From an optimization exercise on the open Yosys and OpenROAD flow, aimed at small area and a short achievable clock period; shortcuts taken in it are not production practice. Function was checked by simulation only, so behaviour that the tests miss may differ from the original. No activity file was given, so power comes from the tool's default toggle rates.

Setup of run 1:
==> flow/design.v <==
module mem_responder #(
    parameter int DATA_W      = 8,
    parameter int ADDR_W      = 8,
    parameter int WAIT_CYCLES = 1
) (
    input  logic              clk,
    input  logic              rst,
    input  logic              MemRead,
    input  logic              MemWrite,
    input  logic [ADDR_W-1:0] Addr,
    input  logic [DATA_W-1:0] WriteData,
    output logic [DATA_W-1:0] ReadData,
    output logic              Ready,
    output logic              Busy,
    output logic              Err,
    output logic [DATA_W-1:0] IOOut
);
    localparam int RL    = 2;                   
    localparam int RLEN  = 1 << RL;             
    localparam int MB    = (ADDR_W - RL) / 2;   
    localparam int HB    = ADDR_W - RL - MB;    
    localparam int NM    = 1 << MB;
    localparam int NH    = 1 << HB;
    localparam int NRING = NH * NM;
    localparam int NTAP  = RLEN / 2;            
    localparam int NWL   = NRING * NTAP;
    localparam int NGRP  = 8;                   
    localparam int GSIZE = NWL / NGRP;
    localparam int NSEL = (1 << (ADDR_W - 2 - (ADDR_W - 2) / 2)) + (1 << ((ADDR_W - 2) / 2)) + 2;
    logic r_busy, r_busyOut, r_wait, r_access, r_done, r_err;
    logic [NSEL-1:0] r_sel;
    logic w_accept, w_illegal;
    assign w_accept  = !r_busy && (MemRead ^ MemWrite);
    assign w_illegal = !r_busy && MemRead && MemWrite;
    always_ff @(posedge clk) begin
        if (rst) begin
            r_busy    <= 1'b0;
            r_busyOut <= 1'b0;
            r_sel     <= '0;
            r_wait    <= 1'b0;
            r_access  <= 1'b0;
            r_done    <= 1'b0;
            r_err     <= 1'b0;
        end else begin
            r_busy    <= (!r_busy && (MemRead || MemWrite)) || r_wait || r_access;
            r_busyOut <= w_accept || w_illegal || r_wait || r_access;
            for (int k = 0; k < NSEL; k++)
                r_sel[k] <= (!(k == 0 ? r_busyOut : r_sel[k-1]) && (MemRead || MemWrite)) || r_wait || r_access;
            r_wait    <= w_accept;
            r_access  <= r_wait;
            r_done    <= r_access;
            r_err     <= w_illegal;
        end
    end
    logic [RL:0]   r_cnt;
    logic [RL-1:0] w_phase;
    always_ff @(posedge clk) begin
        r_cnt <= r_cnt + 1'b1;
    end
    assign w_phase = r_cnt[RL-1:0];
    logic [NH-1:0]     w_hiIn;
    logic [NM-1:0]     w_midIn;
    logic [NTAP-1:0]   w_tapIn;       
    logic [NTAP-1:0]   w_tapNext;     
    logic [RL-1:0]     w_slotNext;
    logic [RLEN-1:0]   r_lsel [NTAP];  
    always_ff @(posedge clk) begin
        for (int i = 0; i < NTAP; i++)
            for (int l = 0; l < RLEN; l++)
                r_lsel[i][l] <= (RL'(l + w_phase + 1'b1) == RL'(2 * i + 1));
    end
    assign w_slotNext = RL'(Addr[RL-1:0] + w_phase + 1'b1);
    for (genvar i = 0; i < NH; i++) begin : g_hiIn
        assign w_hiIn[i] = (Addr[ADDR_W-1:ADDR_W-HB] == HB'(i));
    end
    for (genvar i = 0; i < NM; i++) begin : g_midIn
        assign w_midIn[i] = (Addr[RL+MB-1:RL] == MB'(i));
    end
    for (genvar i = 0; i < NTAP; i++) begin : g_tapIn
        assign w_tapIn[i]   = r_lsel[i][Addr[RL-1:0]];
        assign w_tapNext[i] = (w_slotNext == RL'(2 * i + 1));
    end
    logic              r_isWrite;
    logic              r_isIo;
    logic [NH-1:0]     r_hi;
    logic [NM-1:0]     r_mid;
    logic [RL-1:0]     r_lo;
    logic [DATA_W-1:0] r_wdata;
    logic [NTAP-1:0]   r_tapW;        
    always_ff @(posedge clk) begin
        if (!r_busy) begin
            r_isWrite <= MemWrite;
            r_isIo    <= &Addr;
            r_hi      <= w_hiIn;
            r_mid     <= w_midIn;
            r_lo      <= Addr[RL-1:0];
            r_wdata   <= WriteData;
        end
        r_tapW <= w_tapNext;
    end
    logic              w_load;
    logic [NH-1:0]     r_wbHi;
    logic [NM-1:0]     r_wbMid;
    logic [RL-1:0]     r_wbLo;
    logic [DATA_W-1:0] r_wbData;
    logic [RL:0]       w_wbVNext;
    logic              r_wbMatch;     
    logic              r_wbMatchB;    
    logic              r_wbFlip;      
    assign w_load    = r_access && r_isWrite && !rst && !r_isIo;
    assign w_wbVNext = (RL + 1)'((w_load ? r_lo : r_wbLo) + r_cnt + 1'b1);
    always_ff @(posedge clk) begin
        if (w_load) begin
            r_wbHi   <= r_hi;
            r_wbMid  <= r_mid;
            r_wbLo   <= r_lo;
            r_wbData <= r_wdata;
        end
        r_wbMatch  <= (w_wbVNext[RL-1:0] == RL'(RLEN - 1));
        r_wbMatchB <= (w_wbVNext[RL-1:0] == RL'(RLEN - 1));
        r_wbFlip   <= w_wbVNext[RL];
    end
    logic [DATA_W-1:0] r_ring [NRING][RLEN];
    logic [NRING-1:0]  w_we;
    logic [NRING-1:0]  w_keep;
    logic [DATA_W-1:0] w_wd;
    assign w_wd = r_wbData ^ {DATA_W{r_wbFlip}};
    for (genvar j = 0; j < NRING; j++) begin : g_ring
        assign w_we[j]   = r_wbMatch && r_wbHi[j / NM] && r_wbMid[j % NM];
        assign w_keep[j] = !(r_wbMatchB && r_wbHi[j / NM] && r_wbMid[j % NM]);
        always_ff @(posedge clk) begin
            r_ring[j][0] <= ~((r_ring[j][RLEN-1] & {DATA_W{w_keep[j]}}) | (w_wd & {DATA_W{w_we[j]}}));
            for (int k = 1; k < RLEN; k++) r_ring[j][k] <= r_ring[j][k-1];
        end
    end
    logic [NH-1:0]      w_hiS;
    logic [NM-1:0]      w_midS;
    logic [NTAP-1:0]    w_tapS;
    logic [NWL-1:0]     w_wl;
    logic [NGRP-1:0]    r_part [DATA_W];
    logic [DATA_W-1:0]  w_look;        
    logic [DATA_W-1:0]  r_rdHold;
    logic               r_fwd;
    logic               r_rdPol;
    logic [RL:0]        w_vPrev;
    for (genvar h = 0; h < NH; h++) begin : g_hiS
        assign w_hiS[h] = r_sel[h] ? r_hi[h] : w_hiIn[h];
    end
    for (genvar m = 0; m < NM; m++) begin : g_midS
        assign w_midS[m] = r_sel[NH + m] ? r_mid[m] : w_midIn[m];
    end
    for (genvar i = 0; i < NTAP; i++) begin : g_tapS
        assign w_tapS[i] = r_sel[NH + NM + i] ? r_tapW[i] : w_tapIn[i];
    end
    for (genvar j = 0; j < NRING; j++) begin : g_wl
        for (genvar i = 0; i < NTAP; i++) begin : g_tap
            assign w_wl[j * NTAP + i] = w_hiS[j / NM] && w_midS[j % NM] && w_tapS[i];
        end
    end
    always_ff @(posedge clk) begin
        for (int b = 0; b < DATA_W; b++) begin
            for (int g = 0; g < NGRP; g++) begin
                logic acc;
                acc = 1'b0;
                for (int x = g * GSIZE; x < (g + 1) * GSIZE; x++) begin
                    acc = acc | (w_wl[x] && r_ring[x / NTAP][2 * (x % NTAP) + 1][b]);
                end
                r_part[b][g] <= acc;
            end
        end
    end
    always_comb begin
        for (int b = 0; b < DATA_W; b++) w_look[b] = |r_part[b];
    end
    assign w_vPrev = (RL + 1)'(r_lo + r_cnt - 1'b1);
    always_ff @(posedge clk) begin
        r_rdHold <= w_look;
        r_fwd    <= (r_hi == r_wbHi) && (r_mid == r_wbMid) && (r_lo == r_wbLo);
        r_rdPol  <= w_vPrev[RL];
    end
    logic [DATA_W-1:0] r_ioOut;
    always_ff @(posedge clk) begin
        if (rst) begin
            r_ioOut <= '0;
        end else if (r_access && r_isWrite && r_isIo) begin
            r_ioOut <= r_wdata;
        end
    end
    assign IOOut = r_ioOut;
    logic [DATA_W-1:0] r_readData;
    always_ff @(posedge clk) begin
        if (rst) begin
            r_readData <= '0;
        end else if (r_access && !r_isWrite) begin
            r_readData <= r_isIo ? r_ioOut : (r_fwd ? r_wbData : (r_rdHold | w_look) ^ {DATA_W{r_rdPol}});
        end
    end
    assign ReadData = r_readData;
    assign Ready    = r_done;
    assign Busy     = r_busyOut;
    assign Err      = r_err;
endmodule
Settings: LEC_CHECK=0, CAP_MARGIN=10, CORE_MARGIN=2, CORE_UTILIZATION=70, SETUP_SLACK_MARGIN=1.6, SLEW_MARGIN=10; clock period 3.6 ns.
standard.sh (not shown) runs the stock make flow with config.mk's settings and CLKGATE_MAP_FILE= SYNTH_SCRIPT=/design/flow/synth_recipe.tcl, a recipe that flattens the netlist after the stock synthesis.
==> flow/flow/run.sh <==
#!/bin/bash
# Layout flow: the standard ORFS flow (standard.sh) with three changes:
# - the port buffers are a plain buffer instead of the delay buffer that
#   buffer_ports picks by itself;
# - repair_timing may resize across cell footprints;
# - clock tree synthesis adds no dummy loads and clusters up to 32 sinks per
#   leaf buffer.
# The make output goes to flow_make.log here; ORFS keeps each step's log under
# orfs/logs/.
set -euo pipefail
bash standard.sh \
    "BUFFER_PORTS_ARGS=-buffer_cell sky130_fd_sc_hd__buf_4" \
    "MATCH_CELL_FOOTPRINT=0" \
    "CTS_ARGS=-sink_clustering_enable -repair_clock_nets -dont_use_dummy_load -sink_clustering_size 32 -sink_clustering_max_diameter 60" \
    finish > flow_make.log 2>&1
Here is what was changed in the inputs of run 2 compared with run 1.
# run 1
export LEC_CHECK = 0
export CAP_MARGIN = 10
export CORE_MARGIN = 2
export CORE_UTILIZATION = 70
export SETUP_SLACK_MARGIN = 1.6
export SLEW_MARGIN = 10
create_clock -name core_clock -period 3.6 [get_ports {clk}]
# run 2
export LEC_CHECK = 0
export CAP_MARGIN = 10
export CORE_MARGIN = 2
export CORE_UTILIZATION = 68
export SETUP_SLACK_MARGIN = 1.6
export SLEW_MARGIN = 10
create_clock -name core_clock -period 3.6 [get_ports {clk}]
--- a/flow/flow/run.sh
+++ b/flow/flow/run.sh
@@ -5,3 +5,3 @@
 # - repair_timing may resize across cell footprints;
-# - clock tree synthesis adds no dummy loads and clusters up to 32 sinks per
+# - clock tree synthesis adds no dummy loads and clusters up to 30 sinks per
 #   leaf buffer.
@@ -13,3 +13,3 @@
     "MATCH_CELL_FOOTPRINT=0" \
-    "CTS_ARGS=-sink_clustering_enable -repair_clock_nets -dont_use_dummy_load -sink_clustering_size 32 -sink_clustering_max_diameter 60" \
+    "CTS_ARGS=-sink_clustering_enable -repair_clock_nets -dont_use_dummy_load -sink_clustering_size 30 -sink_clustering_max_diameter 60" \
     finish > flow_make.log 2>&1
==> summary.txt <==
Run 2 finished all stages; the layout is clean. Run 1 and run 2 ended up with roughly the same cell internal power dissipation. Between run 1 and run 2, the area of the placeable core is lower for run 1. Global routing met1 resource utilization: run 2 vs run 1 down 2.3 points. Between run 1 and run 2, the power drawn by the clock network figures differ only marginally. Minimum clock period after layout, run 1 and run 2: higher on run 1. Looking at total vias in the final route across run 1 and run 2, the one that comes out lower is run 2. Relative to run 1, part of the cycle the worst path needs has decreased by 1.2 points in run 2. Wire: run 2 routes less than run 1.
> inputs changed (run 2 -> run 3)
# run 2
export LEC_CHECK = 0
export CAP_MARGIN = 10
export CORE_MARGIN = 2
export CORE_UTILIZATION = 68
export SETUP_SLACK_MARGIN = 1.6
export SLEW_MARGIN = 10
create_clock -name core_clock -period 3.6 [get_ports {clk}]
# run 3
export LEC_CHECK = 0
export CAP_MARGIN = 10
export CORE_MARGIN = 2
export CORE_UTILIZATION = 72
export SETUP_SLACK_MARGIN = 1.6
export SLEW_MARGIN = 10
create_clock -name core_clock -period 3.6 [get_ports {clk}]
- Run 3: worst setup slack lower than run 2
- Final critical-path required period delta for run 3 relative to run 2: 0.037 ns higher
- Looking at final period utilization, run 3 sits 1.0 points above run 2.
- Run 2 has higher die area than run 3.
- Routed wire length, run 3 vs run 2: up by a few percent
- Re met2 usage: run 2 was lower than run 3.
- Between run 3 and run 2, it is run 3 whose clock transition at the registers of the reported paths is higher, by 0.03 ns.
- Number of cells on the worst reg-to-reg path: run 3 > run 2
What run 4 does differently from run 3 at the input level:
# run 3
export LEC_CHECK = 0
export CAP_MARGIN = 10
export CORE_MARGIN = 2
export CORE_UTILIZATION = 72
export SETUP_SLACK_MARGIN = 1.6
export SLEW_MARGIN = 10
create_clock -name core_clock -period 3.6 [get_ports {clk}]
# run 4
export LEC_CHECK = 0
export CAP_MARGIN = 0
export CORE_MARGIN = 2
export CORE_UTILIZATION = 68
export SETUP_SLACK_MARGIN = 1.6
export SLEW_MARGIN = 0
create_clock -name core_clock -period 3.6 [get_ports {clk}]
- [compare] base=run 3 new=run 4: internal power now sits higher; post-placement cell area now sits higher; post-route cell area now sits at about the same level; area added between synthesis and finish now sits at about the same level.
- Compared with run 3, post-DP HPWL in run 4 decreased slightly.
- Looking at number of non-filler instances in the completed layout, run 4 sits 63 above run 3.
- From run 3 to run 4 the numbers moved as follows: power share of the clock group now larger; part of the total power dissipated in combinational logic lower.
- Of run 4 and run 3, run 4 shows the lower wire length, with run 3 above it.
- [run 4] initial standard-cell utilization of the core fell 4.0 points relative to run 3
- The final layouts of run 4 and run 3 pass the timing, design-rule and antenna checks.
- Run 4: die boundary height higher than run 3

-- static timing again, ports no longer ideal --
Ports are ideal in the flow. The routed layouts listed here were re-timed in OpenROAD.
Step 1 assumes that a clkbuf_16 drives the clock port and a buf_2 every other input.
Step 2, shift: input delay + t, output delay - t, t = (earliest + latest rising clock arrival at the registers) / 2. This alone moves slack from input paths to output paths.
Slacks: ideal ports / drivers / drivers and shift; pairs: ideal ports / drivers.
run | shift t [ns] | slack for setup (ns) | worst setup path after step 2 | slew at the worst register clock pin (ns) | pins driven straight from the clock port
run 1 | 0.755 | 1.453 / 1.458 / 0.751 | input to register | 0.12 / 0.12 | 1
run 2 | 0.754 | 1.497 / 1.497 / 0.806 | input to register | 0.11 / 0.11 | 1
run 3 | 0.747 | 1.460 / 1.467 / 0.762 | input to register | 0.11 / 0.11 | 1
run 4 | 0.754 | 1.497 / 1.497 / 0.806 | input to register | 0.11 / 0.11 | 1
After both steps every run listed still meets setup and hold. The setup slack of run 1, which loses most, moves by +0.005 ns with the drivers and by -0.702 ns with both steps.
